Source: an optimization exercise on an open RTL-to-GDS flow (aim: a short achievable clock period and few clock cycles per item). Production flows keep margins and buffers that such runs may drop. At most, simulation tests tie the RTL to the original design; equivalence was not proved.

==> inputs of 10-06 <==
## ooo_top
module ooo_top (
    input  logic        clock,
    input  logic        reset,
    input  logic        inst_valid,
    input  logic [2:0]  inst_op,
    input  logic [2:0]  inst_rd,
    input  logic [2:0]  inst_rs1,
    input  logic [2:0]  inst_rs2,
    input  logic [15:0] inst_imm,
    output logic        inst_ready,
    output logic        commit_valid,
    output logic [2:0]  commit_rd,
    output logic [15:0] commit_data
);
    ooo_core u_core (
        .clock        (clock),
        .reset        (reset),
        .inst_valid   (inst_valid),
        .inst_op      (inst_op),
        .inst_rd      (inst_rd),
        .inst_rs1     (inst_rs1),
        .inst_rs2     (inst_rs2),
        .inst_imm     (inst_imm),
        .inst_ready   (inst_ready),
        .commit_valid (commit_valid),
        .commit_rd    (commit_rd),
        .commit_data  (commit_data)
    );
endmodule
clock: 8.0 ns
lec_check: 0
abc_clock_period_in_ps: 1500
cap_margin: 20
core_margin: 2
core_utilization: 40
setup_slack_margin: 5
slew_margin: 20
standard.sh (not shown) runs the stock make flow with config.mk's settings and CLKGATE_MAP_FILE= SYNTH_SCRIPT=/design/flow/synth_recipe.tcl, a recipe that flattens the netlist after the stock synthesis.
==> flow/flow/run.sh <==
#!/bin/bash
# The standard layout, with two changes to how it is made:
#  - no adder-cell extraction in synthesis (ADDER_MAP_FILE empty), so abc maps
#    the adders and carry-save trees itself; the registers are unchanged
#  - a larger setup margin for repair_timing
set -euo pipefail
bash standard.sh ADDER_MAP_FILE= SETUP_SLACK_MARGIN=5.5 finish > standard.log 2>&1
==> 07-23: changes against 10-06 <==
--- a/flow/design.v
+++ b/flow/design.v
@@ -165,10 +165,12 @@
     logic          f_hold;       
     logic          ir_early, ir_late, s2_late;
     logic [2:0]    s2_rd;
     logic [W-1:0]  s2_res, c_data;
     logic [2:0]    c_rd;
+    logic [2:0]    co_rd;        
+    logic [W-1:0]  co_data;
     logic [2:0]    w_rd;
     logic [W-1:0]  w_data;
     logic          c_wv;         
     assign inst_ready = rdy_q;
     assign f_hold     = f_v && f_haz;
@@ -183,11 +185,11 @@
     assign f_late_mv   = f_v && !f_hold && f.mul && !f_early;
     assign p_reads_f   = f_v && !pin_dec.li &&
                          ((inst_rs1 == f.rd) || (inst_rs2 == f.rd));
     assign p_reads_irl = ir_v && ir_late && !pin_dec.li &&
                          ((inst_rs1 == ir.rd) || (inst_rs2 == ir.rd));
-    assign p_early     = !f_hold && pin_dec.mul && !p_reads_f && !p_reads_irl && !f_late_mv;
+    assign p_early     = !f_hold && pin_dec.mul && !p_reads_f && !p_reads_irl;
     assign p_haz       = !f_hold && p_reads_f && f_late_mv;
     always_ff @(posedge clock) begin
         if (reset) begin
             rdy_q <= 1'b0;
             c_v   <= 1'b0;
@@ -255,18 +257,20 @@
     logic [W-1:0] opi_a, opi_b;
     logic         is2_ap, is2_an, is2_b, ic_ap, ic_an, ic_b, io_a, io_b;
     logic         fi1, fi2, fl1, fl2;
     logic         ir_sum, ir_and, ir_or, ir_xor, ir_sub;
     logic [W-1:0] alu_a, alu_b;
+    logic f_late;
+    assign f_late = f.mul && !f_early;
     assign fi1 = ir_v && !ir_late && (f.rs1 == ir.rd) && !f.li;
     assign fi2 = ir_v && !ir_late && (f.rs2 == ir.rd) && !f.li;
     assign fl1 = !fi1 && s2_v && s2_late && (f.rs1 == s2_rd) && !f.li;
     assign fl2 = !fi2 && s2_v && s2_late && (f.rs2 == s2_rd) && !f.li;
     always_ff @(posedge clock) begin
         ir       <= f;
         ir_early <= f.mul && f_early;
-        ir_late  <= f.mul && !f_early;
+        ir_late  <= f_late;
         opi_a    <= vf_a ^ {W{f.sub}};
         opi_b    <= vf_b;
         io_a     <= !fi1 && !fl1;
         io_b     <= !fi2 && !fl2;
         is2_ap   <= fi1 && !f.sub;
@@ -283,84 +287,76 @@
     end
     assign alu_a = (opi_a & {W{io_a}})
                  | (s2_res & {W{is2_ap}}) | (~s2_res & {W{is2_an}})
                  | (c_data & {W{ic_ap}})  | (~c_data & {W{ic_an}});
     assign alu_b = (opi_b & {W{io_b}}) | (s2_res & {W{is2_b}}) | (c_data & {W{ic_b}});
-    logic         mo_a, mo_b, mi_a, mi_b, ms_a, ms_b, mc_a, mc_b, mw_a, mw_b;
-    logic [W-1:0] m_a, m_b;
-    logic [W-1:0] mc_r0, mc_r1, mc_r2, mc_r3;
-    logic [W-1:0] m_r0, m_r1, m_r2, m_r3;
-    logic [W-1:0] prod;
-    always_ff @(posedge clock) begin
-        if (f_late_mv) begin
-            mo_a <= 1'b0;
-            mo_b <= 1'b0;
-            mi_a <= !fi1 && !fl1;
-            mi_b <= !fi2 && !fl2;
-            ms_a <= fi1;
-            ms_b <= fi2;
-            mc_a <= fl1;
-            mc_b <= fl2;
-            mw_a <= 1'b0;
-            mw_b <= 1'b0;
-        end else begin
-            mo_a <= p_early && !m_ir1 && !m_s21 && !m_c1;
-            mo_b <= p_early && !m_ir2 && !m_s22 && !m_c2;
-            mw_a <= p_early && !m_ir1 && !m_s21 && m_c1;
-            mw_b <= p_early && !m_ir2 && !m_s22 && m_c2;
-            mi_a <= 1'b0;
-            mi_b <= 1'b0;
-            ms_a <= p_early && m_ir1;
-            ms_b <= p_early && m_ir2;
-            mc_a <= p_early && !m_ir1 && m_s21;
-            mc_b <= p_early && !m_ir2 && m_s22;
-        end
-    end
-    assign m_a = (opf_a & {W{mo_a}}) | (opi_a & {W{mi_a}}) | (s2_res & {W{ms_a}}) | (c_data & {W{mc_a}})
-               | (w_data & {W{mw_a}});
-    assign m_b = (opf_b & {W{mo_b}}) | (opi_b & {W{mi_b}}) | (s2_res & {W{ms_b}}) | (c_data & {W{mc_b}})
-               | (w_data & {W{mw_b}});
-    mul_stage1 u_m1 (.a(m_a), .b(m_b), .r0(mc_r0), .r1(mc_r1), .r2(mc_r2), .r3(mc_r3));
-    mul_stage2 u_m2 (.r0(m_r0), .r1(m_r1), .r2(m_r2), .r3(m_r3), .p(prod));
-    always_ff @(posedge clock) begin
-        m_r0 <= mc_r0;
-        m_r1 <= mc_r1;
-        m_r2 <= mc_r2;
-        m_r3 <= mc_r3;
+    logic         ml_o, ml_s2, ml_c;     
+    logic         ml_o2, ml_s22, ml_c2;
+    logic [W-1:0] ml_a, ml_b;
+    logic [W-1:0] me_r0, me_r1, me_r2, me_r3, e_r0, e_r1, e_r2, e_r3;
+    logic [W-1:0] ml_r0, ml_r1, ml_r2, ml_r3, l_r0, l_r1, l_r2, l_r3;
+    logic [W-1:0] prod_e, prod_l;
+    always_ff @(posedge clock) begin
+        ml_o   <= f_late && !fi1 && !fl1;
+        ml_s2  <= f_late && fi1;
+        ml_c   <= f_late && fl1;
+        ml_o2  <= f_late && !fi2 && !fl2;
+        ml_s22 <= f_late && fi2;
+        ml_c2  <= f_late && fl2;
+    end
+    assign ml_a = (opi_a & {W{ml_o}})  | (s2_res & {W{ml_s2}})  | (c_data & {W{ml_c}});
+    assign ml_b = (opi_b & {W{ml_o2}}) | (s2_res & {W{ml_s22}}) | (c_data & {W{ml_c2}});
+    mul_stage1 u_me1 (.a(vf_a), .b(vf_b), .r0(me_r0), .r1(me_r1), .r2(me_r2), .r3(me_r3));
+    mul_stage1 u_ml1 (.a(ml_a), .b(ml_b), .r0(ml_r0), .r1(ml_r1), .r2(ml_r2), .r3(ml_r3));
+    mul_stage2 u_me2 (.r0(e_r0), .r1(e_r1), .r2(e_r2), .r3(e_r3), .p(prod_e));
+    mul_stage2 u_ml2 (.r0(l_r0), .r1(l_r1), .r2(l_r2), .r3(l_r3), .p(prod_l));
+    always_ff @(posedge clock) begin
+        e_r0 <= me_r0;
+        e_r1 <= me_r1;
+        e_r2 <= me_r2;
+        e_r3 <= me_r3;
+        l_r0 <= ml_r0;
+        l_r1 <= ml_r1;
+        l_r2 <= ml_r2;
+        l_r3 <= ml_r3;
     end
     logic [W-1:0] sum, res;
     assign sum = alu_a + alu_b;
     assign res = ((sum ^ {W{ir_sub}}) & {W{ir_sum}})
                | ((alu_a & alu_b)     & {W{ir_and}})
                | ((alu_a | alu_b)     & {W{ir_or}})
                | ((alu_a ^ alu_b)     & {W{ir_xor}})
-               | (prod                & {W{ir_early}});
+               | (prod_e              & {W{ir_early}});
     logic [N-1:0] s2_rd_oh, we_c;    
+    logic [N-1:0] keep_c;            
     always_ff @(posedge clock) begin
         s2_res  <= res;
         s2_late <= ir_late;
         s2_rd   <= ir.rd;
         s2_rd_oh <= ir.rd_oh;
         we_c    <= s2_rd_oh & {N{s2_v && !rst_q}};
+        keep_c  <= ~(s2_rd_oh & {N{s2_v}});
         c_wv    <= s2_v && !rst_q;
         w_rd    <= c_rd;
         w_data  <= c_data;
         c_rd    <= s2_rd;
-        c_data  <= s2_late ? prod : s2_res;
+        c_data  <= s2_late ? prod_l : s2_res;
+        co_rd   <= s2_rd & {3{s2_v}};
+        co_data <= (s2_late ? prod_l : s2_res) & {W{s2_v}};
     end
     always_ff @(posedge clock) begin
         for (int i = 0; i < N; i++) begin
             if (rst_q) begin
                 rf[i] <= '0;
             end else begin
-                rf[i] <= (c_data & {W{we_c[i]}}) | (rf[i] & {W{!we_c[i]}});
+                rf[i] <= (c_data & {W{we_c[i]}}) | (rf[i] & {W{keep_c[i]}});
             end
         end
     end
     assign commit_valid = c_v;
-    assign commit_rd    = c_rd;
-    assign commit_data  = c_data;
+    assign commit_rd    = co_rd;
+    assign commit_data  = co_data;
 endmodule
 `default_nettype wire
 `timescale 1ns/1ps
 `default_nettype none
 module ooo_top (
==> flow/flow/run.sh (replaced) <==
#!/bin/bash
# The standard layout, with these changes to how it is made:
#  - no adder-cell extraction in synthesis (ADDER_MAP_FILE empty), so abc maps
#    the adders and carry-save trees itself; the registers are unchanged
#  - sky130_fd_sc_hd__a222oi_1, which comes in one weak size only, is added to
#    the platform's don't-use list, so muxes map to cells the resizer can size;
#    so are the slow three-input xor/xnor cells, which abc then builds from
#    two-input ones
#  - a larger setup margin for repair_timing
set -euo pipefail
du=$(make -s -C "$FLOW_HOME" DESIGN_CONFIG="$PWD/config.mk" WORK_HOME="$PWD/orfs_probe" \
       print-DONT_USE_CELLS 2> print_dont_use.log | sed -n 's/^DONT_USE_CELLS: //p')
if [[ -z "$du" ]]; then
  echo "could not read the platform's DONT_USE_CELLS" >&2
  exit 1
fi
echo "$du" > dont_use_base.log
bash standard.sh ADDER_MAP_FILE= SETUP_SLACK_MARGIN=5.5 \
  "DONT_USE_CELLS=$du sky130_fd_sc_hd__a222oi_1 sky130_fd_sc_hd__xor3_1 sky130_fd_sc_hd__xor3_2 sky130_fd_sc_hd__xor3_4 sky130_fd_sc_hd__xnor3_1 sky130_fd_sc_hd__xnor3_2 sky130_fd_sc_hd__xnor3_4" finish > standard.log 2>&1
- PLACE_DENSITY: default -> 0.65
==> impl_metrics.env <==
export IMPL_post_route_min_period_ns=2.97
export IMPL_min_to="u_core.ir_and"
export IMPL_postCtsSetupRepairBufs=140
export IMPL_intPower_mw=4.24
export IMPL_multi_input_area_share=0.542
export IMPL_ys_seq_area_frac=0.346
export IMPL_max_stage_delay_ns=0.40
export IMPL_drive_gt1_frac=0.305
export IMPL_whs_ns=0.304
export IMPL_dr_total_vias=27500
export IMPL_worst_ep_required_time_ns=8.48
export IMPL_drt_wirelength_per_cell_um=25.1
export IMPL_hp_start="u_core.f[51]"
export IMPL_status="complete, no violations"
export IMPL_dp_cells=3861
export IMPL_critPathLaunch="u_core.is2_ap"
export IMPL_topRoutingLayerUsed="met5"
export IMPL_die_area_mm2=0.0682
export IMPL_p_total_mw=6.10
export IMPL_clk_latency_ns=0.66
The numbers above come from 07-23.

==> impl_metrics.env <==
export IMPL_intPower_mw=3.54
export IMPL_post_route_min_period_ns=2.96
export IMPL_topRoutingLayerUsed="met4"
export IMPL_dp_cells=3033
export IMPL_status="complete, no violations"
export IMPL_postCtsSetupRepairBufs=185
export IMPL_min_to="u_core.s2_rd_oh[3]"
export IMPL_worst_ep_required_time_ns=8.49
export IMPL_drt_wirelength_per_cell_um=24.9
export IMPL_critPathLaunch="u_core.is2_b"
export IMPL_multi_input_area_share=0.505
export IMPL_ys_seq_area_frac=0.364
export IMPL_p_total_mw=4.90
export IMPL_dr_total_vias=21100
export IMPL_whs_ns=0.326
export IMPL_max_stage_delay_ns=0.49
export IMPL_drive_gt1_frac=0.300
export IMPL_die_area_mm2=0.0560
The numbers above come from 10-06.

Testbench counts of 07-23, summed over its fixed seeds: cycles 24,323, insts 24,000.
No functional check of the RTL was part of 10-06.

[static timing again, ports no longer ideal]
Ports are ideal in the flow. The routed layouts listed here were re-timed in OpenROAD. Step 1, drivers: a clkbuf_16 drives clock and a buf_2 each remaining input, both assumed. Step 2 times the ports against the registers' clock, not the clock port: input delays grow and output delays shrink by t, the midpoint of the rising clock arrivals with the driver on. Three values: no drivers, after step 1, after step 2; two values: the first two.
run	shift t [ns]	setup WS [ns]	hold WS [ns]	worst register clock-pin slew, ns
10-06	0.638	5.038 / 5.038 / 4.747	0.326 / 0.326 / 0.326	0.07 / 0.07
07-23	0.684	5.032 / 5.032 / 4.842	0.304 / 0.304 / 0.304	0.07 / 0.07
After both steps every run listed still meets setup and hold. The setup slack of 10-06, which loses most, moves by 0.000 ns with the drivers and by -0.291 ns with both steps.
